Context: an optimization exercise on an open-source flow, tuned for small area, a short achievable clock period and few clock cycles per item. The choices shown serve that exercise and are no tape-out recipe.
Only simulation tests tie the RTL to the original design; equivalence was not proved.

<file path="flow/design.v">
module axis_csum_engine
#(
  parameter int unsigned DATA_WIDTH = 512,
  parameter int unsigned KEEP_WIDTH = DATA_WIDTH / 8,
  parameter int unsigned ID_WIDTH   = 8,
  parameter int unsigned DEST_WIDTH = 4,
  parameter int unsigned USER_WIDTH = 4,
  parameter int unsigned HDR_BYTES  = 20,
  parameter int unsigned ENABLE     = 1,
  parameter int unsigned OFF_WIDTH  = $clog2(KEEP_WIDTH)
) (
  input  logic                  clk,
  input  logic                  rst,
  input  logic                  csum_enable,
  input  logic                  csum_mode,
  input  logic [OFF_WIDTH-1:0]  csum_start,
  input  logic [OFF_WIDTH-1:0]  csum_offset,
  input  logic [DATA_WIDTH-1:0] s_axis_tdata,
  input  logic [KEEP_WIDTH-1:0] s_axis_tkeep,
  input  logic                  s_axis_tvalid,
  output logic                  s_axis_tready,
  input  logic                  s_axis_tlast,
  input  logic [ID_WIDTH-1:0]   s_axis_tid,
  input  logic [DEST_WIDTH-1:0] s_axis_tdest,
  input  logic [USER_WIDTH-1:0] s_axis_tuser,
  output logic [DATA_WIDTH-1:0] m_axis_tdata,
  output logic [KEEP_WIDTH-1:0] m_axis_tkeep,
  output logic                  m_axis_tvalid,
  input  logic                  m_axis_tready,
  output logic                  m_axis_tlast,
  output logic [ID_WIDTH-1:0]   m_axis_tid,
  output logic [DEST_WIDTH-1:0] m_axis_tdest,
  output logic [USER_WIDTH-1:0] m_axis_tuser,
  output logic                  m_stat_valid,
  output logic                  m_stat_ok,
  output logic                  m_stat_err
);
  logic in_frame, ld_in;
  assign s_axis_tready = !m_axis_tvalid || m_axis_tready;
  assign ld_in  = !m_axis_tvalid || (m_axis_tready && s_axis_tvalid);
  logic s1_valid, ld_out;
  assign ld_out = !m_axis_tvalid || (m_axis_tready && s1_valid);
  always_ff @(posedge clk) begin
    if (rst) in_frame <= 1'b0;
    else if (s_axis_tvalid && s_axis_tready) in_frame <= !s_axis_tlast;
  end
  logic [4:0]  a, ow;
  logic [31:0] ge, win, fld, kp, inc;
  logic        gen, hdr, err;
  assign a   = csum_start[5:1];
  assign ow  = csum_offset[5:1];
  assign gen = !csum_mode;
  assign hdr = !in_frame && csum_enable;
  always_comb begin
    for (int j = 0; j < 32; j++) begin
      ge[j]  = (a <= 5'(j));
      fld[j] = (ow == 5'(j));
      kp[j]  = s_axis_tkeep[2*j] && s_axis_tkeep[2*j+1];
    end
  end
  assign win = ge & ~{ge[21:0], 10'd0};
  assign inc = win & ~(fld & {32{gen}});
  assign err = csum_start[0] || csum_offset[0] || (a > 5'd22) ||
               !(|(win & fld)) || (|(win & ~kp));
  logic        s1_hdr, s1_err, s1_gok, s1_vchk, s1_last;
  logic [4:0]  s1_ow;
  logic [511:0] s1_data;
  logic [63:0] s1_keep;
  logic [7:0]  s1_id;
  logic [3:0]  s1_dest, s1_user;
  wire [15:0] h0 = (s_axis_tdata[15:0] & {16{inc[0]}}) |
                   (s_axis_tdata[175:160] & {16{inc[10]}}) |
                   (s_axis_tdata[335:320] & {16{inc[20]}}) |
                   (s_axis_tdata[495:480] & {16{inc[30]}});
  wire [15:0] h1 = (s_axis_tdata[31:16] & {16{inc[1]}}) |
                   (s_axis_tdata[191:176] & {16{inc[11]}}) |
                   (s_axis_tdata[351:336] & {16{inc[21]}}) |
                   (s_axis_tdata[511:496] & {16{inc[31]}});
  wire [15:0] h2 = (s_axis_tdata[47:32] & {16{inc[2]}}) |
                   (s_axis_tdata[207:192] & {16{inc[12]}}) |
                   (s_axis_tdata[367:352] & {16{inc[22]}});
  wire [15:0] h3 = (s_axis_tdata[63:48] & {16{inc[3]}}) |
                   (s_axis_tdata[223:208] & {16{inc[13]}}) |
                   (s_axis_tdata[383:368] & {16{inc[23]}});
  wire [15:0] h4 = (s_axis_tdata[79:64] & {16{inc[4]}}) |
                   (s_axis_tdata[239:224] & {16{inc[14]}}) |
                   (s_axis_tdata[399:384] & {16{inc[24]}});
  wire [15:0] h5 = (s_axis_tdata[95:80] & {16{inc[5]}}) |
                   (s_axis_tdata[255:240] & {16{inc[15]}}) |
                   (s_axis_tdata[415:400] & {16{inc[25]}});
  wire [15:0] h6 = (s_axis_tdata[111:96] & {16{inc[6]}}) |
                   (s_axis_tdata[271:256] & {16{inc[16]}}) |
                   (s_axis_tdata[431:416] & {16{inc[26]}});
  wire [15:0] h7 = (s_axis_tdata[127:112] & {16{inc[7]}}) |
                   (s_axis_tdata[287:272] & {16{inc[17]}}) |
                   (s_axis_tdata[447:432] & {16{inc[27]}});
  wire [15:0] h8 = (s_axis_tdata[143:128] & {16{inc[8]}}) |
                   (s_axis_tdata[303:288] & {16{inc[18]}}) |
                   (s_axis_tdata[463:448] & {16{inc[28]}});
  wire [15:0] h9 = (s_axis_tdata[159:144] & {16{inc[9]}}) |
                   (s_axis_tdata[319:304] & {16{inc[19]}}) |
                   (s_axis_tdata[479:464] & {16{inc[29]}});
  wire [15:0] l0q0t = h0 ^ h1;
  wire [15:0] l0q0u = h2 ^ h3;
  wire [15:0] l0q0x = l0q0t ^ l0q0u;
  wire [15:0] l0q0o = (l0q0t & h2) | (~l0q0t & h0);
  wire [15:0] l0q0i = {l0q0o[14:0], l0q0o[15]};
  wire [15:0] l0q0s = l0q0x ^ l0q0i;
  wire [15:0] l0q0y = (l0q0x & l0q0i) | (~l0q0x & h3);
  wire [15:0] l0q1t = h4 ^ h5;
  wire [15:0] l0q1u = h6 ^ h7;
  wire [15:0] l0q1x = l0q1t ^ l0q1u;
  wire [15:0] l0q1o = (l0q1t & h6) | (~l0q1t & h4);
  wire [15:0] l0q1i = {l0q1o[14:0], l0q1o[15]};
  wire [15:0] l0q1s = l0q1x ^ l0q1i;
  wire [15:0] l0q1y = (l0q1x & l0q1i) | (~l0q1x & h7);
  logic [15:0] s1_op0, s1_op1, s1_op2, s1_op3, s1_op4, s1_op5;
  always_ff @(posedge clk) begin
    if (rst) s1_valid <= 1'b0;
    else if (s_axis_tready) s1_valid <= s_axis_tvalid;
  end
  always_ff @(posedge clk) begin
    if (ld_in) begin
      s1_hdr  <= hdr;
      s1_err  <= hdr && err;
      s1_gok  <= hdr && !err && gen;
      s1_vchk <= hdr && !err && !gen;
      s1_ow   <= ow;
      s1_data <= s_axis_tdata;
      s1_keep <= s_axis_tkeep;
      s1_last <= s_axis_tlast;
      s1_id   <= s_axis_tid;
      s1_dest <= s_axis_tdest;
      s1_user <= s_axis_tuser;
      s1_op0 <= l0q0s;
      s1_op1 <= {l0q0y[14:0], l0q0y[15]};
      s1_op2 <= l0q1s;
      s1_op3 <= {l0q1y[14:0], l0q1y[15]};
      s1_op4 <= h8;
      s1_op5 <= h9;
    end
  end
  wire [15:0] m0q0t = s1_op0 ^ s1_op1;
  wire [15:0] m0q0u = s1_op2 ^ s1_op3;
  wire [15:0] m0q0x = m0q0t ^ m0q0u;
  wire [15:0] m0q0o = (m0q0t & s1_op2) | (~m0q0t & s1_op0);
  wire [15:0] m0q0i = {m0q0o[14:0], m0q0o[15]};
  wire [15:0] m0q0s = m0q0x ^ m0q0i;
  wire [15:0] m0q0y = (m0q0x & m0q0i) | (~m0q0x & s1_op3);
  wire [15:0] m1q0t = m0q0s ^ {m0q0y[14:0], m0q0y[15]};
  wire [15:0] m1q0u = s1_op4 ^ s1_op5;
  wire [15:0] m1q0x = m1q0t ^ m1q0u;
  wire [15:0] m1q0o = (m1q0t & s1_op4) | (~m1q0t & m0q0s);
  wire [15:0] m1q0i = {m1q0o[14:0], m1q0o[15]};
  wire [15:0] m1q0s = m1q0x ^ m1q0i;
  wire [15:0] m1q0y = (m1q0x & m1q0i) | (~m1q0x & s1_op5);
  logic [15:0] sum, ck, ag, ap;
  assign ag = m1q0s & {m1q0y[14:0], m1q0y[15]};
  assign ap = m1q0s ^ {m1q0y[14:0], m1q0y[15]};
  logic [15:0] kg0, kp0;
  assign kg0 = ag | (ap & {ag[14:0], ag[15:15]});
  assign kp0 = ap & {ap[14:0], ap[15:15]};
  logic [15:0] kg1, kp1;
  assign kg1 = kg0 | (kp0 & {kg0[13:0], kg0[15:14]});
  assign kp1 = kp0 & {kp0[13:0], kp0[15:14]};
  logic [15:0] kg2, kp2;
  assign kg2 = kg1 | (kp1 & {kg1[11:0], kg1[15:12]});
  assign kp2 = kp1 & {kp1[11:0], kp1[15:12]};
  logic [15:0] kg3, kp3;
  assign kg3 = kg2 | (kp2 & {kg2[7:0], kg2[15:8]});
  assign sum = ap ^ {kg3[14:0], kg3[15]};
  assign ck  = ~sum;
  logic vok;
  assign vok = (ap == 16'hFFFF) || (ag == 16'hFFFF);
  logic [31:0] ins;
  logic [511:0] odata;
  always_comb begin
    for (int j = 0; j < 32; j++) begin
      ins[j] = s1_gok && (s1_ow == 5'(j));
      odata[16*j +: 16] = ins[j] ? ck : s1_data[16*j +: 16];
    end
  end
  always_ff @(posedge clk) begin
    if (rst) m_axis_tvalid <= 1'b0;
    else if (!m_axis_tvalid || m_axis_tready) m_axis_tvalid <= s1_valid;
  end
  always_ff @(posedge clk) begin
    if (ld_out) begin
      m_axis_tdata <= odata;
      m_axis_tkeep <= s1_keep;
      m_axis_tlast <= s1_last;
      m_axis_tid   <= s1_id;
      m_axis_tdest <= s1_dest;
      m_axis_tuser <= s1_user;
      m_stat_valid <= s1_hdr;
      m_stat_err   <= s1_err;
      m_stat_ok    <= s1_gok || (s1_vchk && vok);
    end
  end
endmodule
</file>
<file path="flow/flow/run.sh">
#!/bin/bash
# Own layout flow: the standard ORFS layout (standard.sh, unchanged synthesis)
# with these changes to how the layout is made:
#  - the buffer that buffer_ports puts on every input and output port is
#    sky130_fd_sc_hd__buf_1 instead of the cell it picks by default (a delay cell);
#    later repair steps may still resize it;
#  - clock tree synthesis gets its own arguments (CTS_ARGS): larger sink clusters
#    and no dummy loads;
#  - the pin placer keeps m_axis_tready and s_axis_tready side by side
#    (the only port-to-port path).
# The clock, the I/O delays and loads (constraint.sdc) are the standard flow's, unchanged.
set -euo pipefail
export BUFFER_PORTS_ARGS="-buffer_cell sky130_fd_sc_hd__buf_1"
export SETUP_SLACK_MARGIN=6.6
export CTS_ARGS="-sink_clustering_enable -repair_clock_nets -sink_clustering_size 24 -sink_clustering_max_diameter 90 -buf_list sky130_fd_sc_hd__clkbuf_16 -dont_use_dummy_load"
export PLACE_PINS_ARGS="-group_pins {m_axis_tready s_axis_tready}"
bash standard.sh finish > standard_make.log 2>&1
</file>
<file path="flow/standard.sh">
#!/bin/bash
# synth_recipe.tcl (not shown) runs the flow's synth.tcl, then flattens the netlist and writes it again
# the make line also repeats each setting of config.mk as NAME=value (left out here)
make -C /OpenROAD-flow-scripts/flow DESIGN_CONFIG=/design/flow/config.mk WORK_HOME=/design/flow/orfs CLKGATE_MAP_FILE= SYNTH_SCRIPT=/design/flow/synth_recipe.tcl "${@:-finish}"
</file>
<file path="flow/config.mk">
export PLATFORM = sky130hd
export DESIGN_NAME = axis_csum_engine
export DESIGN_NICKNAME = axis_csum_engine
export VERILOG_FILES = /design/flow/design.v
export SDC_FILE = /design/flow/constraint.sdc
export NUM_CORES = 8
export LEC_CHECK = 0
export CAP_MARGIN = 20
export CORE_AREA = 4 4 416 416
export DIE_AREA = 0 0 420 420
export SLEW_MARGIN = 20
</file>
<file path="flow/constraint.sdc">
create_clock -name core_clock -period 11.0 [get_ports {clk}]
set_input_delay 2.2000 -clock core_clock [delete_from_list [all_inputs] [get_ports {clk}]]
set_output_delay 2.2000 -clock core_clock [all_outputs]
set_load 0.01 [all_outputs]
</file>
==> results of run 1 <==
==> state kept, by name, summed over array words and instances (netlist names), 4 cells and up <==
| register | flops |
|---|---|
| m_axis_tid | 8 |
| m_axis_tuser | 4 |
| s1_id | 8 |
| s1_op1 | 16 |
| s1_op2 | 16 |
| s1_op0 | 16 |
| s1_user | 4 |
| m_axis_tdata | 512 |
| s1_op3 | 16 |
| s1_op5 | 16 |
| s1_ow | 5 |
| m_axis_tdest | 4 |
| s1_dest | 4 |
| s1_op4 | 16 |
| s1_keep | 64 |
| m_axis_tkeep | 64 |
| s1_data | 512 |
==> how the worst max path moves through the flow <==
stage	endpoint	slack, ns
floorplan	s1_data[0]	5.63
global route	s_axis_tready	6.22
global placement	s1_op0[13]	4.09
finish	s_axis_tready	6.22
detailed placement	s1_op1[15]	4.78
CTS	s_axis_tready	6.22
==> layer usage <==
metal,up-vias,GRT usage (%)
li1,16800,-
met1,20400,35.7
met2,2735,47.3
met3,503,6.20
met4,50,13.3
met5,-,0
==> layout by cell type (no fill, tap or decap), types with 24 or more instances in the layout <==
| cell type | Yosys | layout |
|---|---|---|
| buf_12 | 0 | 51 |
| xnor2_2 | 0 | 45 |
| diode_2 | 0 | 48 |
| maj3_1 | 89 | 61 |
| maj3_2 | 9 | 37 |
| xnor2_1 | 207 | 151 |
| clkbuf_16 | 0 | 85 |
| inv_1 | 94 | 87 |
| a222oi_1 | 128 | 128 |
| a21oi_1 | 382 | 349 |
| a21oi_2 | 0 | 25 |
| o21ai_0 | 210 | 190 |
| edfxtp_1 | 1294 | 1294 |
| nor2_1 | 391 | 370 |
| buf_4 | 1 | 205 |
| buf_1 | 2 | 1198 |
| nand2_1 | 281 | 271 |
| xor2_1 | 31 | 24 |
==> cells by family after synthesis <==
logic type | Yosys count | synth area share (%)
compound gates | 915 | 11.0
buf+inv | 318 | 2.31
fa+ha+maj | 114 | 2.25
flops | 1297 | 73.5
xor+xnor | 255 | 4.66
simple gates | 788 | 6.20
mux | 5 | 0.0969
==> per-stage QoR <==
| stage | hold WS (ns) | setup WS [ns] |
|---|---|---|
| floorplan | 0.400 | 5.63 |
| global placement | 0.400 | 4.09 |
| detailed placement | 0.405 | 4.78 |
| CTS | 0.389 | 6.22 |
| global route | 0.391 | 6.22 |
| finish | 0.379 | 6.22 |
==> area by class of cell <==
type                    instances  area share (%)
inverters                      96           0.550
multi-input cells            2081            22.6
well taps                    2204            4.09
clock buffers                  75            2.79
repair buffers               1517            12.0
diodes                         48           0.178
flip-flops and latches       1297            57.8
==> repair_timing <==
action,4_1_cts,5_1_grt
setup endpoints to repair,976,853
gates resized for setup,248,208
gates cloned,10,14
buffers inserted,96,65
pin swaps,76,104
==> results.cfg, run 1 <==
[critical_path]
rr_endpoint = m_axis_tdata[36]
crit_family = buffers and inverters
critPathKind = in2out
endpoint_kind = primary output
crit_chain = buf_12, nand2b_4, buf_6
arrival_ns = 2.58
cp_num_buf_inv = 2
crit_required_ns = 8.80
r2r_slack_ns = 6.64
cp-start-kind = input pin
cp-startpoint = m_axis_tready
reg2regPathDepth = 18
r2r-start = s1_op0[15]
slowest_delay_ns = 0.14
cp_slowest_cell = nand2b_4
path_depth = 3
crit_fanout = 2

[logic_synthesis]
synth_top_area_share_pct = 73.4
yosysTopAreaCell = edfxtp_1
synth_edf_count = 1294
seq_area_frac_synth_pct = 73.5
syn-cell-area_mm2 = 0.0529
async_flop_share_pct = 0
yosysMostFrequentCell = edfxtp_1
synth_flop_cell = edfxtp_1
ys_warn_count = 1
synth_common_cells = edfxtp_1 (1294), nor2_1 (391), a21oi_1 (382), nand2_1 (281), o21ai_0 (210)
yosys-top-cells-area = edfxtp_1 (73%), a21oi_1 (3.6%), xnor2_1 (3.4%)
yosys_register_bits = 1297
syn_area_per_cell_um2 = 14.3
ys_types = 69
synthCells = 3692
synth_fp_nets = 4319

[route]
first_pass_iters = 10
wl_met1_um = 99400
met2WireLength_um = 129000
wl_per_cell_um = 36.8
via_count = 40500
vias_per_cell = 5.53
drc = 0
antenna_left = 0
drt_iter0_markers = 6031
wl_met3_um = 27100
finalWirelength_um = 269000
routed.top_layer = met5

[sta]
finalHoldViolCount = 0
tightest_slew_ns = 1.12
rsz0062_at_grt = yes
skew_ns = 0.143
tns_ns = 0
finalMaxSlewViolations = 0
relSlewSlack_pct = 25.3
period_needed_ns = 4.78
max_freq_mhz = 209
setup_viol = 0
fin_crit_sh_pct = 43.5

[layout]
multiInputGateArea_mm2 = 0.0152
fin_nets = 5695
ff_latch_area_mm2 = 0.0389
area_growth_pct = 27.3
nFillCells = 15900
final_cells = 7318
post-route-util_pct = 40.1
postLayoutCellArea_mm2 = 0.0674
drive_above_1_share_pct = 14.0

[placed_design]
place.port_buffers = 1208
routabilityCongestion = 0.954
place_inst = 7009
dpl_cell_area_mm2 = 0.0610
post-dp-hpwl_um = 199000

[flow_run]
maxCapViolCount = 0

[floorplan]
core_area_mm2 = 0.168
dieArea_mm2 = 0.176
io_pins = 1209
rows = 150
start_util_pct = 31.5
die_h_um = 420
die_w_um = 420

[worst_hold_path]
min_path_type = reg2reg
hold_path_depth = 0
holdPathEnd = m_axis_tkeep[58]
min-delay-start = s1_keep[58]

[cts]
cts_tree = done
clk_pin_slew_ns = 0.10
cts-hold-fix-buffers = 0
cts-root-buf = clkbuf_16
htreeDepth = 3
clk_latency_ns = 0.75
cts.path.max_buffers = 3
cts_inserted_buffers = 75
clock_sinks = 1297

[global_route]
grt_pass1_wl_um = 338000
gr-total-overflow = 0
grt_max_degree = 153
track_usage_pct = 28.6
grt_pass1_vias = 37600
antenna_found_initial = 102

[status]
status = finished clean
Testbench counts, summed over its fixed seeds: cycles 16,016, beats 16,000.
==> run 2: changes to the inputs <==
==> flow/flow/run.sh (replaced) <==
#!/bin/bash
# Own layout flow. It is the standard ORFS layout (standard.sh) with these
# changes to how the layout is made:
#  - synthesis: synth_recipe.tcl and ORFS's synthesis scripts unchanged, except that
#    the combinational logic is mapped by ABC with flow/abc_map.script (classic
#    delay-driven "map") instead of ORFS's abc_speed.script. Registers are mapped
#    by dfflibmap before ABC, so they keep the standard synthesis's names and cells.
#  - the buffer that buffer_ports puts on every input and output port is
#    sky130_fd_sc_hd__buf_1 instead of the cell it picks by default (a delay cell);
#    later repair steps may still resize it;
#  - timing repair aims for setup slack SETUP_SLACK_MARGIN;
#  - clock tree synthesis gets its own arguments (CTS_ARGS): larger sink clusters
#    and no dummy loads.
# The clock, the I/O delays and loads (constraint.sdc) are the standard flow's, unchanged.
set -euo pipefail
here=$(pwd)
rm -rf synth_scripts
cp -r "$FLOW_HOME/scripts" synth_scripts
python3 - "$here/synth_scripts/synth_preamble.tcl" "$here/flow/abc_map.script" <<'PY'
import sys
p, script = sys.argv[1], sys.argv[2]
s = open(p).read()
old = 'if { $::env(ABC_AREA) } {'
assert s.count(old) == 1
s = s.replace(old, 'if { 1 } {\n  set abc_script %s\n} elseif { $::env(ABC_AREA) } {' % script)
open(p, 'w').write(s)
PY
export BUFFER_PORTS_ARGS="-buffer_cell sky130_fd_sc_hd__buf_1"
export SETUP_SLACK_MARGIN=6.3
export CTS_ARGS="-sink_clustering_enable -repair_clock_nets -sink_clustering_size 24 -sink_clustering_max_diameter 90 -buf_list sky130_fd_sc_hd__clkbuf_16 -dont_use_dummy_load"
bash standard.sh SCRIPTS_DIR="$here/synth_scripts" synth > synth_make.log 2>&1
bash standard.sh finish > standard_make.log 2>&1
==> flow/flow/abc_map.script (new file) <==
strash
&get -n
&st
&dch
&nf -R 100
&put
topo
==> run 2 against run 1 <==
Register-to-register slack got worse by 0.29 ns. Flip-flop and latch count did not move. Maximum frequency fell by 0.30%. Non-clock buffer count fell by 134. Sequential share of layout area rose by 2.8 points. Worst setup slack got worse by 0.014 ns. Hold slack got worse by 0.014 ns. Cell area fell by 4.6%. First-iteration DRC count rose by 4.7%. Clock skew fell by 0.013 ns.
==> results.cfg, run 2 <==
[status]
status = finished clean

[critical_path]
cp_num_buf_inv = 2
crit_chain = buf_12, nand2b_4, buf_6
r2r_slack_ns = 6.35
arrival_ns = 2.60
crit_family = buffers and inverters
slowest_delay_ns = 0.15
crit_required_ns = 8.80
cp-start-kind = input pin
endpoint_kind = primary output
critPathKind = in2out
cp_slowest_cell = buf_6
crit_fanout = 3

[flow_run]
maxCapViolCount = 0

[layout]
area_growth_pct = 24.6
final_common_cell = edfxtp_1
mostFrequentLayoutCells = edfxtp_1 (1294), buf_1 (1198), nand2_1 (480), o21ai_0 (353), nor2_1 (234)
postLayoutCellArea_mm2 = 0.0643
fin_nets = 5558
largestRegisters = m_axis_tdata: 512 flops, s1_data: 512 flops
drive_above_1_share_pct = 9.11
final_cells = 7195
post-route-util_pct = 38.3

[sta]
setup_viol = 0
skew_ns = 0.130
finalMaxSlewViolations = 0
fin_crit_sh_pct = 43.6
relSlewSlack_pct = 13.7
tns_ns = 0
finalHoldViolCount = 0
rsz0062_at_grt = yes
tightest_slew_ns = 1.29
max_freq_mhz = 208
hold_ws_ns = 0.365
finalWorstSetupSlack_ns = 6.20
period_needed_ns = 4.80

[logic_synthesis]
yosysTopAreaCell = edfxtp_1
synth-simple-area-share_pct = 6.84
synth_top_area_share_pct = 75.4
syn_area_per_cell_um2 = 14.9
yosysMostFrequentCell = edfxtp_1
synthCells = 3471
yosys-top-cells-area = edfxtp_1 (75%), o21ai_0 (3.7%), nand2_1 (3.6%)
synth_common_cells = edfxtp_1 (1294), nand2_1 (492), o21ai_0 (383), nor2_1 (270), a21oi_1 (245)
synth_compound_area_share_pct = 10.2
synthAdderAreaFrac_pct = 1.94
synth_flop_cell = edfxtp_1
muxShareOfSynthArea_pct = 0.427
ys_warn_count = 1
synthXorXnorAreaFrac_pct = 4.67
synth_edf_count = 1294
async_flop_share_pct = 0
seq_area_frac_synth_pct = 75.5
synth_fp_nets = 4098
synth_top_family_by_area = compound AO/OA/AOI/OAI gates
yosys_register_bits = 1297
ys_types = 45
syn-cell-area_mm2 = 0.0516

[global_route]
antenna_found_initial = 104
grt_max_degree = 173
track_usage_pct = 27.1
grt_pass1_wl_um = 323000
grt_pass1_vias = 36600
gr-total-overflow = 0

[placed_design]
routabilityCongestion = 0.938
dpl_cell_area_mm2 = 0.0600
post-dp-hpwl_um = 188000
post-place-ws_ns = 4.37
place_inst = 6963
place.port_buffers = 1208

[route]
wl_per_cell_um = 35.1
finalWirelength_um = 253000
via_count = 39400
vias_per_cell = 5.48
first_pass_iters = 9
antenna_left = 0
drc = 0
drt_iter0_markers = 6314

[worst_hold_path]
min_path_type = reg2reg

[floorplan]
rows = 150
die_h_um = 420
dieArea_mm2 = 0.176
start_util_pct = 30.7
die_w_um = 420
io_pins = 1209
core_area_mm2 = 0.168

[cts]
htreeDepth = 3
clk_pin_slew_ns = 0.09
cts-hold-fix-buffers = 0
clk_latency_ns = 0.72
cts-root-buf = clkbuf_16
cts.path.max_buffers = 3
cts_tree = done
clock_sinks = 1297
cts_inserted_buffers = 75
-- run 2: cell types whose count changed in the layout (fill, tap and decap cells not counted), moves of 19 or more --
cell	delta
inv_1	-87
maj3_1	+19
nand2_1	+209
clkinv_1	+54
a21oi_1	-125
nor2_1	-136
buf_12	-20
maj3_2	-37
and3_1	-21
o21ai_0	+163
buf_4	-81
-- run 2: layer usage --
metal  wire length (um)  up-vias  track usage (%)  part of all wire (%)
li1                   -    16400                -                     -
met1              95500    19800             34.6                    38
met2             120000     2715             44.2                    47
met3              25200      482             6.52                    10
met4              12000       44             11.6                   4.8
met5                280        -                0                  0.11
-- run 2: cell type report --
class	count	area, um2
fillers	16200	104000
repair buffers	1383	6420
multi-input cells	2117	13900
clock buffers	75	1880
diodes	62	155
inverters	57	220
flip-flops and latches	1297	38900
well taps	2204	2760
-- run 2: cells by family (layout without fill, tap and decap cells) --
family                     after synthesis  after routing
xor gates and xnor gates               264            264
AOI/OAI and AO/OA                      861            861
muxes                                   22             22
other                                    0             62
buffers and inverters                   57           1515
adders and majority gates               96             96
DFF                                   1297           1297
and+or+nand+nor                        874            874
-- run 2: repair_timing --
item	4_1_cts	5_1_grt
setup buffers	59	32
setup endpoints to repair	580	510
gates resized for setup	174	103
gates cloned	1	3
pin swaps	41	31
-- run 2: path summary, 6_finish.rpt --
path	to	from	cells after the start
worst min register to register	m_axis_tkeep[6]	s1_keep[6]	0
worst max register to register	m_axis_tdata[67]	s1_op0[2]	15
worst max-delay path	s_axis_tready	m_axis_tready	3
worst min-delay path	m_axis_tkeep[6]	s1_keep[6]	0
-- run 2: worst reg2reg max path, cell delays in order, from the launching register on --
cell and delay (ns):
edfxtp_1 0.50, buf_4 0.19, maj3_1 0.41, maj3_1 0.39, xor2_1 0.17, xnor2_1 0.30, xnor2_1 0.13, xnor2_1 0.24
ha_4 0.28, a21oi_1 0.28, o21ai_2 0.13, a21oi_2 0.28, o31ai_4 0.13, xor2_4 0.23, buf_8 0.19, o21ai_0 0.52
==> run 3: changes to the inputs <==
==> flow/flow/abc_map.script (replaced) <==
strash
&get -n
&st
&dch
&nf
&put
topo
==> run 3 against run 2 <==
Critical path depth unchanged. Cell count about the same. Hold slack better by 0.0057 ns. Highest routed layer unchanged. Clock-buffer cell count up 4. Non-clock buffer count up 22. Clock skew down 0.0044 ns. Flip-flop and latch count unchanged. Wire length up 0.58%. Still clean. Die area unchanged. Largest cell class unchanged.
==> results.cfg, run 3 <==
[critical_path]
rr_endpoint = m_axis_tdata[327]
arrival_ns = 2.60
crit_fanout = 2
r2r_slack_ns = 6.30
critPathKind = in2out
endpoint_kind = primary output
cp-start-kind = input pin
crit_required_ns = 8.80
r2r-start = s1_op1[8]
slowest_delay_ns = 0.15
cp_slowest_cell = buf_6
reg2regPathDepth = 13
crit_chain = buf_12, nand2b_4, buf_6
cp_num_buf_inv = 2
crit_family = buffers and inverters

[logic_synthesis]
ys_warn_count = 1
syn_area_per_cell_um2 = 15.0
yosys-top-cells-area = edfxtp_1 (75%), o21ai_0 (3.7%), nand2_1 (3.2%)
synth_edf_count = 1294
yosys_register_bits = 1297
async_flop_share_pct = 0
synth_fp_nets = 4091
yosysTopAreaCell = edfxtp_1
ys_types = 65
yosysMostFrequentCell = edfxtp_1
synth_common_cells = edfxtp_1 (1294), nand2_1 (446), o21ai_0 (381), nor2_1 (222), a21oi_1 (205)
syn-cell-area_mm2 = 0.0520
synth_flop_cell = edfxtp_1
seq_area_frac_synth_pct = 74.8
synth_top_area_share_pct = 74.7
synthCells = 3464

[cts]
cts_tree = done
cts_inserted_buffers = 79
clock_sinks = 1297
htreeDepth = 3
cts.path.max_buffers = 3
cts-root-buf = clkbuf_16
cts-hold-fix-buffers = 0
clk_pin_slew_ns = 0.09
clk_latency_ns = 0.75

[layout]
fin_nets = 5577
drive_above_1_share_pct = 8.67
final_common_cell = edfxtp_1
mostFrequentLayoutCells = edfxtp_1 (1294), buf_1 (1196), nand2_1 (441), o21ai_0 (350), nor2_1 (207)
nFillCells = 16100
largestRegisters = m_axis_tdata: 512 flops, s1_data: 512 flops
area_growth_pct = 24.2

[global_route]
grt_pass1_wl_um = 326000
grt_max_degree = 162
antenna_found_initial = 102
grt_pass1_vias = 36900
gr-total-overflow = 0
track_usage_pct = 27.4

[floorplan]
dieArea_mm2 = 0.176
die_h_um = 420
start_util_pct = 31.0
io_pins = 1209
core_area_mm2 = 0.168
rows = 150
die_w_um = 420

[worst_hold_path]
holdPathEnd = m_axis_tkeep[56]
hold_path_depth = 0
min-delay-start = s1_keep[56]
min_path_type = reg2reg

[flow_run]
maxCapViolCount = 0

[sta]
rsz0062_at_grt = yes
relSlewSlack_pct = 20.2
max_freq_mhz = 208
finalMaxSlewViolations = 0
finalHoldViolCount = 0
setup_viol = 0
tightest_slew_ns = 1.20
period_needed_ns = 4.80
tns_ns = 0
skew_ns = 0.125
fin_crit_sh_pct = 43.6

[status]
status = finished clean

[placed_design]
post-dp-hpwl_um = 190000
routabilityCongestion = 0.934
place.port_buffers = 1208

[route]
drt_iter0_markers = 6732
antenna_left = 0
vias_per_cell = 5.58
via_count = 40100
first_pass_iters = 10
wl_per_cell_um = 35.3
drc = 0
finalWirelength_um = 254000
==> run 3: cell count changes after synthesis, moves of 17 or more <==
cell,previous run,this run
a21oi_1,245,205
a22oi_1,20,1
xor2_1,58,75
nor2_1,270,222
nand3_1,18,49
nand4_1,21,47
nand2_1,492,446
==> run 3: kinds of logic (layout without fill, tap and decap cells) <==
family,after synthesis,in the layout,synth area share [%]
multiplexers,39,39,0.767
other,0,37,0
AO/OA/AOI/OAI,840,840,10.1
buffers and inverters,63,1547,0.455
AND/OR/NAND/NOR,861,861,7.09
adder cells (fa/ha/maj),94,94,1.89
flip-flops,1297,1297,74.8
XOR/XNOR,270,270,4.87
==> run 3: repair_timing <==
item,CTS,global route
pin swaps,39,30
setup buffers,77,23
endpoints found under the hold margin,0,0
resized for setup,138,84
gates cloned,4,2
endpoints found under the setup margin,596,536
==> run 3: cell type report <==
cell class / instances / area (um2) / area share [%]
sequential: 1297 / 38900 / 60.2
tap: 2204 / 2760 / 4.27
antenna: 37 / 92.6 / 0.143
timing repair buffer: 1405 / 6550 / 10.1
inverter: 63 / 246 / 0.382
clock buffer: 79 / 1980 / 3.06
multi-input combinational: 2104 / 14100 / 21.8
==> run 3: how the worst max path moves through the flow <==
stage | start | slack (ns) | end | cells after the start
floorplan | m_axis_tready | 5.63 | s1_data[0] | 2
global placement | csum_offset[5] | 4.28 | s1_op1[0] | 8
detailed placement | csum_offset[5] | 4.20 | s1_op1[0] | 8
CTS | m_axis_tready | 6.21 | s_axis_tready | 3
global route | m_axis_tready | 6.20 | s_axis_tready | 3
finish | m_axis_tready | 6.20 | s_axis_tready | 3
==> run 3: worst reg2reg max path, cell delays in order (launching register included) <==
cell      delay (ns)
edfxtp_1        0.53
maj3_1          0.47
maj3_1          0.47
maj3_1          0.43
maj3_1          0.39
ha_4            0.31
a21oi_1         0.27
o21ai_1         0.17
a21oi_1         0.34
o31ai_2         0.15
xor2_4          0.18
buf_12          0.17
buf_12          0.16
o21ai_0         0.41
==> run 3: layer usage <==
metal	GRT usage (%)	wire length, um	vias up
met5	0.278	494	-
met4	11.9	12600	66
met3	7.13	27600	543
met2	42.9	115000	2886
met1	35.9	98500	20100
li1	-	-	16500
==> run 3: per-stage QoR <==
step	hold WS (ns)	area [um2]	worst slack, ns	util [%]	instances
4_1_cts	0.373	64000	6.21	38.1	7127
2_1_floorplan	0.400	52100	5.63	-	3464
6_report	0.370	64600	6.20	38.5	7189
5_1_grt	0.390	64500	6.20	38.4	7162
3_3_place_gp	0.400	60600	4.28	36.1	6962
3_5_place_dp	0.405	60700	4.20	36.1	6967

==> what the ideal ports hide <==
In the flow no input, the clock included, has a driving cell. The finished layouts below were timed again as built, in two steps. Step 1 (the two cells are an assumption about what drives the block):
set clk [get_ports {clk}]
set_driving_cell -lib_cell sky130_fd_sc_hd__clkbuf_16 $clk
set_driving_cell -lib_cell sky130_fd_sc_hd__buf_2 [delete_from_list [all_inputs] $clk]
Step 2 times the ports against the registers' clock, not the clock port: input delays grow and output delays shrink by t, the midpoint of the rising clock arrivals with the driver on. Three values: ideal ports, drivers, drivers and shift; two values: the first two.
run	t (ns)	slack for setup (ns)	worst setup path at the end	worst slew at a driven data input, ns
run 1	0.776	6.217 / 6.163 / 5.712	input to register	0.27
run 2	0.748	6.203 / 6.149 / 5.610	input to register	0.28
run 3	0.770	6.201 / 6.138 / 5.580	input to register	0.23
After both steps setup and hold are still met in every run listed. The setup slack of run 3, which loses most, moves by -0.063 ns with the drivers and by -0.621 ns with both steps.
